What follows belongs to an exercise in optimizing a design on an open flow for small area, a short achievable clock period and few clock cycles per item; a production flow would make more cautious choices. The RTL was checked by simulation tests, not by an equivalence proof against the original design. Power figures rest on the tool's default switching activity, not on a simulated workload.

==> flow/design.v (outline; a module is shown in full before it is edited, if it fits) <==
// module fir_mac: 7502 lines
// module fir_mac_ctrl: 127 lines
module fir_mac_ctrl #(
  parameter int DW   = FIR_DW,
  parameter int CW   = FIR_CW,
  parameter int TAPS = FIR_TAPS,
  parameter int AW   = $clog2(TAPS),
  parameter int ACCW = DW + CW + $clog2(TAPS)
) (
  input  logic            clk,
  input  logic            rst_n,
  input  logic            in_valid,
  output logic            in_ready,
  input  logic [DW-1:0]   in_data,
  input  logic            coef_we,
  input  logic [AW-1:0]   coef_addr,
  input  logic [CW-1:0]   coef_data,
  output logic            out_valid,
  input  logic            out_ready,
  output logic [ACCW-1:0] out_data,
  output logic            busy
);
  // ...
==> flow/flow/run.sh <==
#!/bin/bash
# Layout with the standard ORFS flow (standard.sh), with two changes in how
# the layout is made:
#  - synthesis skips Yosys's early 'abc -fast' pass (SYNTH_ARGS=-noabc), so the
#    full adders that extract_fa finds map to fa cells without extra inverters;
#    registers, their names and cell types are the same as standard synthesis;
#  - the port buffers are buf_4 cells.
# Each ORFS step writes its own log under orfs/logs; make's output goes to
# make_finish.log.
set -o pipefail
bash standard.sh SYNTH_ARGS=-noabc "BUFFER_PORTS_ARGS=-buffer_cell sky130_fd_sc_hd__buf_4" finish > make_finish.log 2>&1
==> flow/standard.sh <==
#!/bin/bash
# synth_recipe.tcl (not shown) runs the flow's synth.tcl, then flattens the netlist and writes it again
# the make line also repeats each setting of config.mk as NAME=value (left out here)
make -C /OpenROAD-flow-scripts/flow DESIGN_CONFIG=/design/flow/config.mk WORK_HOME=/design/flow/orfs CLKGATE_MAP_FILE= SYNTH_SCRIPT=/design/flow/synth_recipe.tcl "${@:-finish}"
==> flow/config.mk <==
export PLATFORM = sky130hd
export DESIGN_NAME = fir_mac_ctrl
export DESIGN_NICKNAME = fir_mac_ctrl
export VERILOG_FILES = /design/flow/design.v
export SDC_FILE = /design/flow/constraint.sdc
export NUM_CORES = 4
export LEC_CHECK = 0
export CAP_MARGIN = 20
export CORE_MARGIN = 2
export CORE_UTILIZATION = 40
export SLEW_MARGIN = 60
==> flow/constraint.sdc <==
create_clock -name core_clock -period 10.0 [get_ports {clk}]
set_input_delay 2.0000 -clock core_clock [delete_from_list [all_inputs] [get_ports {clk}]]
set_output_delay 2.0000 -clock core_clock [all_outputs]
set_load 0.01 [all_outputs]
==> flow_metrics.env, run 1 <==
export IMPL_wirelength_met1_um=234000
export IMPL_p_int_mw=32.1
export IMPL_synth_seq_cells=1762
export IMPL_cts_resized=0
export IMPL_min_from="u_mac.p3_q[46]"
export IMPL_ir_worst_vdd_mv=0.330
export IMPL_p_sw_mw=32.0
export IMPL_diodes=77
export IMPL_outcome="complete, no violations"
export IMPL_cp_arrival_ns=4.47
export IMPL_slowest_stage="fa_1"
export IMPL_cp_cell_sequence="buf_4, xnor2_1, fa_1, fa_1, fa_1"
export IMPL_ys_top_cells_by_count="2398 x fa_1, 2010 x xnor2_1, 1984 x a22oi_1"
export IMPL_gp_congestion=1.05
export IMPL_yosysWarnings=2
export IMPL_netlist_area_leader_share_pct=32.3
export IMPL_synthCells=11458
export IMPL_drt_iter0_markers=19140
export IMPL_ios=110
export IMPL_multi_input_area_sq_mm=0.0930
export IMPL_clock_tree_area_fraction_pct=4.09
export IMPL_p_comb_share_pct=56.5
export IMPL_rsz0062_at_grt="false"
export IMPL_detail_route_antenna_nets=0
export IMPL_whs_path_depth=0
export IMPL_crit_top_cell="fa_1"
export IMPL_syn_area_sq_mm=0.149
export IMPL_grtUsageMet1_pct=42.3
export IMPL_busiest_layer="met2"
export IMPL_synth_adder_area_share_pct=33.4
export IMPL_cts_sinks=1762
export IMPL_largest_reg_flops=774
export IMPL_synthSimpleGateAreaFrac_pct=2.50
export IMPL_clkLatencyLatePin_ns=0.99
export IMPL_post_place_ws_ns=5.80
export IMPL_met2_length_um=260000
export IMPL_top_regs="u_mac.p1_q x774, x_q x256, c_q x200"
export IMPL_drt_pass1_iterations=10
Testbench counts, summed over its fixed seeds: cycles 2,048, items 2,000.
==> inputs of run 2 (changes only) <==
--- a/flow/config.mk
+++ b/flow/config.mk
@@ -9,3 +9,4 @@
 export CORE_MARGIN = 2
 export CORE_UTILIZATION = 40
+export PLACE_DENSITY = 0.72
 export SLEW_MARGIN = 60
==> run 2 against run 1 <==
  * First-iteration DRC count down 2.5%
  * Setup slack got worse by 0.25 ns
  * Hold slack worse by 0.056 ns
  * Clock-buffer cell count shrank 19
==> flow_metrics.env, run 2 <==
export IMPL_outcome="complete, no violations"
export IMPL_netlist_area_leader_share_pct=32.3
export IMPL_syn_area_sq_mm=0.149
export IMPL_slew_violations=0
export IMPL_port_buffer_count=109
export IMPL_regMostFlops="u_mac.p1_q"
export IMPL_post_place_ws_ns=5.64
export IMPL_die_height_um=614
export IMPL_cts_resized=0
export IMPL_layout_common_cells="2385 x fa_1, 2007 x xnor2_1, 1984 x a22oi_1"
export IMPL_worst_ep_required_time_ns=10.51
export IMPL_postPlaceCellArea_sq_mm=0.155
export IMPL_ios=110
export IMPL_critPathMaxFanout=72
export IMPL_synth_top_cell_by_area="fa_1"
export IMPL_die_area_sq_mm=0.377
export IMPL_grtUsageMet3_pct=22.3
export IMPL_fin_util_pct=43.9
export IMPL_grt_usage_pct=31.3
export IMPL_antenna_found_initial=96
export IMPL_cts_htree_levels=4
export IMPL_hp_class="reg -> reg"
export IMPL_cap_violations=0
export IMPL_hold_viol=0
export IMPL_postCtsSetupBuffers=0
export IMPL_rsz0062_at_grt="false"
export IMPL_synthMostInstantiatedCell="fa_1"
export IMPL_clkLatencyLatePin_ns=0.96
export IMPL_cp_end_kind="flop"
export IMPL_p_leak_nw=62.4
export IMPL_postLayoutSetupSlackWorst_ns=5.92
export IMPL_met2_usage_pct=42.0
export IMPL_path_clk_slew_ns=0.06
export IMPL_grt_overflow_total=0
export IMPL_path_class="reg -> reg"
export IMPL_startpoint_type="flop"
export IMPL_setup_viol=0
export IMPL_largest_reg_flops=774
export IMPL_min_period_over_period_pct=40.8
export IMPL_synthTopCellsByArea="fa_1 32%, edfxtp_1 25%, xnor2_1 12%"
export IMPL_grtUsageMet1_pct=35.7
export IMPL_clock_fmax_ghz=0.245
export IMPL_start_util_pct=40.3
export IMPL_synth_edff_count=1243
export IMPL_finalSetupTns_ns=0
export IMPL_route_detailed_drc=0
export IMPL_ys_async_sr_fraction_pct=26.6
export IMPL_synth_nets=14045
export IMPL_grt_max_degree=80
export IMPL_seq_area_frac_synth_pct=33.6
export IMPL_ctsHoldBuffers=0
export IMPL_grt_pass1_wl_um=829000
export IMPL_cts_buffers=196
export IMPL_rows=223
export IMPL_cts_sinks=1762
export IMPL_post_drt_via_cell_ratio=6.66
export IMPL_ys_types=66
export IMPL_detail_route_antenna_nets=0
export IMPL_finalNonFillerCells=15870
export IMPL_final_common_cell="fa_1"
export IMPL_ys_top_cells_by_count="2398 x fa_1, 2010 x xnor2_1, 1984 x a22oi_1"
export IMPL_core_area_sq_mm=0.370
export IMPL_syn_to_final_growth_pct=9.13
export IMPL_tightest_slew_ns=0.731
export IMPL_cts_tree="yes"
export IMPL_cp_arrival_ns=4.59
export IMPL_dp_hpwl_um=443000
export IMPL_top_regs="u_mac.p1_q x774, x_q x256, c_q x200"
export IMPL_drt_iter0_markers=18667
export IMPL_gp_congestion=1.08
export IMPL_synthCells=11458
export IMPL_min_period_ns=4.08
export IMPL_yosysWarnings=2
export IMPL_synth_seq_cells=1762
export IMPL_drt_pass1_iterations=15
export IMPL_avgSynthCellArea_sq_um=13.0
export IMPL_ir_worst_vdd_mv=0.323
export IMPL_power_density_mw_per_mm2=385
export IMPL_nets=13232
export IMPL_drive_above_1_share_pct=13.9
export IMPL_final_area_sq_mm=0.162
export IMPL_grt_pass1_vias=105931
export IMPL_cts_buffer_depth=4
export IMPL_place_inst=15379
export IMPL_vias=105719
export IMPL_wl_um=599000
export IMPL_busiest_layer="met2"
export IMPL_wl_per_cell_um=37.7
export IMPL_finClkSkew_ns=0.120
export IMPL_slew_headroom_pct=51.2
export IMPL_dieWidth_um=614
export IMPL_root_buffer="clkbuf_16"
export IMPL_ys_flop_type="edfxtp_1"
-- run 2: cell counts after synthesis --
Identical to the previous run, type by type.
-- run 2: per-layer routing --
metal | part of all wire, % | wire length [um]
met1 | 34 | 201000
met2 | 39 | 232000
met3 | 19 | 116000
met4 | 7.2 | 43400
met5 | 0.94 | 5630
-- run 2: layout make-up --
type | instances | area [sq um]
antenna | 122 | 305
clock buffer | 237 | 5190
clock inverter | 114 | 1250
fill | 32911 | 207000
inverter | 223 | 840
multi-input combinational | 8080 | 92900
sequential | 1762 | 50900
tap | 4950 | 6190
timing repair buffer | 382 | 4870
-- run 2: path summary, 6_finish.rpt --
check	startpoint	endpoint	slack, ns	depth (start not counted)
worst max-delay path	adv_q	u_mac.p3_q[91]	5.92	7
worst max register to register	adv_q	u_mac.p3_q[91]	5.92	7
worst min-delay path	u_mac.p3_q[91]	u_mac.p4_q[71]	0.34	0
worst min register to register	u_mac.p3_q[91]	u_mac.p4_q[71]	0.34	0
min in group asynchronous	rst_n	x_q[22]	0.89	1
max in group asynchronous	rst_n	x_q[96]	7.66	5
-- run 2: cell families after synthesis --
family,count (synthesis),synth area share [%]
flops,1762,33.6
buf+inv,1616,4.10
simple gates,795,2.50
xor+xnor,2109,12.4
compound gates,2270,11.1
mux,375,2.84
fa+ha+maj,2531,33.4
-- run 2: through the flow --
step / hold WS (ns) / total power [mW]
after floorplan: 0.400 / 35.8
after global routing: 0.345 / 64.5
after detailed placement: 0.405 / 52.6
final: 0.340 / 62.5
after CTS: 0.349 / 60.1
after global placement: 0.402 / 50.9
-- run 2: where the power goes --
part | total (mW) | leakage, nW | switching [mW] | internal (mW)
sequential | 20.8 | 19.2 | 6.68 | 14.1
clock | 7.48 | 3.15 | 3.26 | 4.22
combinational | 34.3 | 40.1 | 20.8 | 13.5
-- run 2: critical path, stage by stage (launching register included) --
cell,delay [ns]
dfstp_4,0.94
buf_12,0.34
buf_16,0.31
buf_16,0.31
buf_8,0.51
buf_12,0.35
buf_16,0.35
buf_16,0.34

==> re-timing with driven ports <==
The results above use ideal ports. As a check the final layouts listed here were re-extracted and re-timed, cells and wires unchanged.
Step 1 assumes that a clkbuf_16 drives the clock port and a buf_2 every other input.
Step 2 adds t to the input delays and takes it off the output delays; t is the mean of the earliest and latest rising clock arrival at the registers after step 1. Input paths then give back, and output paths get back, about the clock's delay inside the block.
Three values: ideal, step 1, step 2; two values: the first two.
| run | t, ns | slack for setup (ns) | slew at the worst register clock pin (ns) | worst data-port slew with drivers (ns) |
|---|---|---|---|---|
| run 1 | 1.034 | 6.168 / 6.168 / 5.697 | 0.08 / 0.08 | 0.08 |
| run 2 | 0.998 | 5.917 / 5.917 / 5.500 | 0.07 / 0.07 | 0.14 |
After both steps every run listed still meets setup and hold. For run 1, which loses most, drivers alone change the setup slack by 0.000 ns; drivers and shift together by -0.471 ns.
